This design comes from an exercise in tuning for small area, a short achievable clock period and few clock cycles per item on the open sky130 flow, not from production work.
Only simulation tests tie the RTL to the original design; equivalence was not proved.

Design act_requant_pipe, start of the top module:
module act_requant_pipe #(
   parameter int LANES    = 4,
   parameter int IN_W     = 24,
   parameter int OUT_W    = 8,
   parameter int DQ_SHIFT = 13,
   parameter int RQ_SHIFT = 8,
   parameter int LEN_W    = 16
) (
   input  logic                clk,
   input  logic                rst,
   input  logic                start,
   input  logic [1:0]          cfg_mode,
   input  logic [IN_W-1:0]     cfg_bias,
   input  logic [7:0]          cfg_dq_scale,
   input  logic [7:0]          cfg_rq_scale,
   input  logic [LEN_W-1:0]    cfg_len,
   input  logic                in_valid,
   output logic                in_ready,
   input  logic [LANES*IN_W-1:0] in_data,
   output logic                out_valid,
   input  logic                out_ready,
   output logic [LANES*OUT_W-1:0] out_data,
   output logic                out_last,
   output logic                busy,
   output logic                done,
   output logic [15:0]         sat_cnt
);
   localparam int X_W = IN_W + 1;           
   localparam int P_W = X_W + 8;            
   localparam int D_W = P_W - DQ_SHIFT;     
   localparam int Y_W = 17;                 
   localparam int Q_W = Y_W + 8;            
   logic                   busy_r, done_r, rem_nz;
   logic [LEN_W-1:0]       in_rem;
   logic [1:0]             mode;
   logic [IN_W-1:0]        bias_r;
   logic [12:0]            rq_b;            
   logic                   v1, v2, v3, v4, v5, l1, l2, l3, l4, l5, o_v, o_l, s_v, s_l;
   logic                   en, acc, in_fire, in_last, pop, push;
   logic [IN_W-1:0]        bias_e;
   logic [LANES*10-1:0]    r_c, o_d, s_d;
   function automatic logic [12:0] booth8(input logic [7:0] b);
      logic [9:0] e;
      logic [3:0] one, two, neg;
      e = {1'b0, b, 1'b0};
      for (int i = 0; i < 4; i++) begin
         one[i] = e[2*i+1] ^ e[2*i];
         two[i] = (e[2*i+2] & ~e[2*i+1] & ~e[2*i]) | (~e[2*i+2] & e[2*i+1] & e[2*i]);
         neg[i] = e[2*i+2];
      end
      booth8 = {b[7], neg, two, one};
   endfunction
   assign en = !s_v;
   assign acc = busy_r ? rem_nz : start;
   assign in_ready = en && (!busy_r || rem_nz);
   assign in_fire = in_valid && en && acc;
  ...
Size in the first run: about 7,900 cells after synthesis, roughly 600 flip-flops, ~210 I/O pins.
Settings: LEC_CHECK=0, CAP_MARGIN=20, CORE_MARGIN=2, CORE_UTILIZATION=40, CTS_BUF_LIST=sky130_fd_sc_hd__clkbuf_4 sky130_fd_sc_hd__clkbuf_8, SETUP_SLACK_MARGIN=5, SLEW_MARGIN=20; clock period 13.0 ns.
standard.sh (not shown) runs the stock make flow with config.mk's settings and CLKGATE_MAP_FILE= SYNTH_SCRIPT=/design/flow/synth_recipe.tcl, a recipe that flattens the netlist after the stock synthesis.
==> flow/flow/run.sh <==
#!/bin/bash
# Standard layout, with port buffers of a stronger type than buffer_ports picks by default.
cp standard.sh standard.sh.txt 2>/dev/null
export BUFFER_PORTS_ARGS="-buffer_cell sky130_fd_sc_hd__buf_4"
bash standard.sh > standard.log 2>&1
Testbench counts at the start, summed over its fixed seeds: cycles 14,501, beats 13,349.
Rerun with:
--- a/flow/design.v
+++ b/flow/design.v
@@ -57,24 +57,29 @@
    assign in_last = busy_r ? in_rem == LEN_W'(1) : cfg_len == LEN_W'(1);
    assign bias_e = busy_r ? bias_r : cfg_bias;
    assign pop = o_v && out_ready;
    assign push = en && v5;
    assign out_valid = o_v;
    assign out_last = o_l;
    assign busy = busy_r;
    assign done = done_r || (pop && o_l);
    for (genvar i = 0; i < LANES; i++) begin : g_lane
       logic [X_W-1:0] s1_x;
       localparam logic [12:0] DQ_INV = i >= LANES / 2 ? '1 : '0;
+      localparam bit DQ_RST = i % 2 == 1;
       logic [12:0]    dq_r;
       wire [12:0]     dq_l = dq_r ^ DQ_INV;
+      always_ff @(posedge clk) begin
+         if (DQ_RST && rst) dq_r <= '0;
+         else if (!busy_r && start) dq_r <= booth8(cfg_dq_scale) ^ DQ_INV;
+      end
       logic [D_W-1:0] s2_d;
       logic [21:0]    s3_w;
       logic [1:0]     s3_sel;
       logic [Y_W-1:0] s4_y;
       logic [16:0]    s5_r;
       wire [IN_W-1:0] xin = in_data[i*IN_W +: IN_W];
       wire n_1 = xin[0] & bias_e[0];
       wire n_2 = xin[1] & bias_e[1];
       wire n_3 = xin[2] & bias_e[2];
       wire n_4 = xin[3] & bias_e[3];
       wire n_5 = xin[4] & bias_e[4];
@@ -2187,23 +2192,22 @@
       logic [Y_W-1:0]    y_c;
       assign y_c = s3_sel == 2'd0 ? s3_w[Y_W-1:0]
                  : s3_sel == 2'd3 ? {{(Y_W-11){hs[10]}}, hs}
                  : s3_sel == 2'd2 ? Y_W'(1536) : '0;
       logic shi, slo;
       assign shi = !s5_r[16] && |s5_r[15:7];
       assign slo = s5_r[16] && !(&s5_r[15:7]);
       assign r_c[i*10 +: 10] = {shi, slo, s5_r[7:0]};
       wire [9:0] o_r = o_d[i*10 +: 10];
       assign out_data[i*OUT_W +: OUT_W] = o_r[9] ? 8'h7f : o_r[8] ? 8'h80 : o_r[7:0];
       always_ff @(posedge clk) begin
-         if (!busy_r && start) dq_r <= booth8(cfg_dq_scale) ^ DQ_INV;
          if (en) begin
             s1_x <= xb;
             s2_d <= d_c;
             s3_w <= sel == 2'd3 ? z_c : 22'(dc);
             s3_sel <= sel;
             s4_y <= y_c;
             s5_r <= rs;
          end
       end
    end
    always_ff @(posedge clk) begin
Effect: Sequential share of layout area went up by 0.39 points. Cell count went up slightly. Non-clock buffer count came out higher by 5. Via count went up slightly. Synthesized area climbs slightly. Setup slack improved by 0.19 ns. Cell area climbs slightly. Maximum frequency grows by a few percent.
Testbench counts after the change, summed over its fixed seeds: cycles 14,501, beats 13,349.

re-timing with driven ports:
How much do the figures lean on ideal ports? The routed layouts below were timed once more, with nothing changed but the port constraints. Step 1: set_driving_cell puts a clkbuf_16 on clk and a buf_2 on each other input, an assumption about the parent block. Step 2 moves the port delays by t, midway between the first and last clock arrival at a register: inputs arrive t later, outputs are due t later. That takes back most of the time a late clock gives input paths. Slacks: no drivers / after step 1 / after step 2; pairs: no drivers / after step 1.
| run | t (ns) | setup WS [ns] | worst setup path at the end |
|---|---|---|---|
| the first run | 0.914 | 6.747 / 6.747 / 6.744 | input to register |
| the second run | 0.905 | 6.932 / 6.932 / 6.486 | input to register |
After both steps setup and hold are still met in every run listed. The setup slack of the second run, which loses most, moves by 0.000 ns with the drivers and by -0.446 ns with both steps.
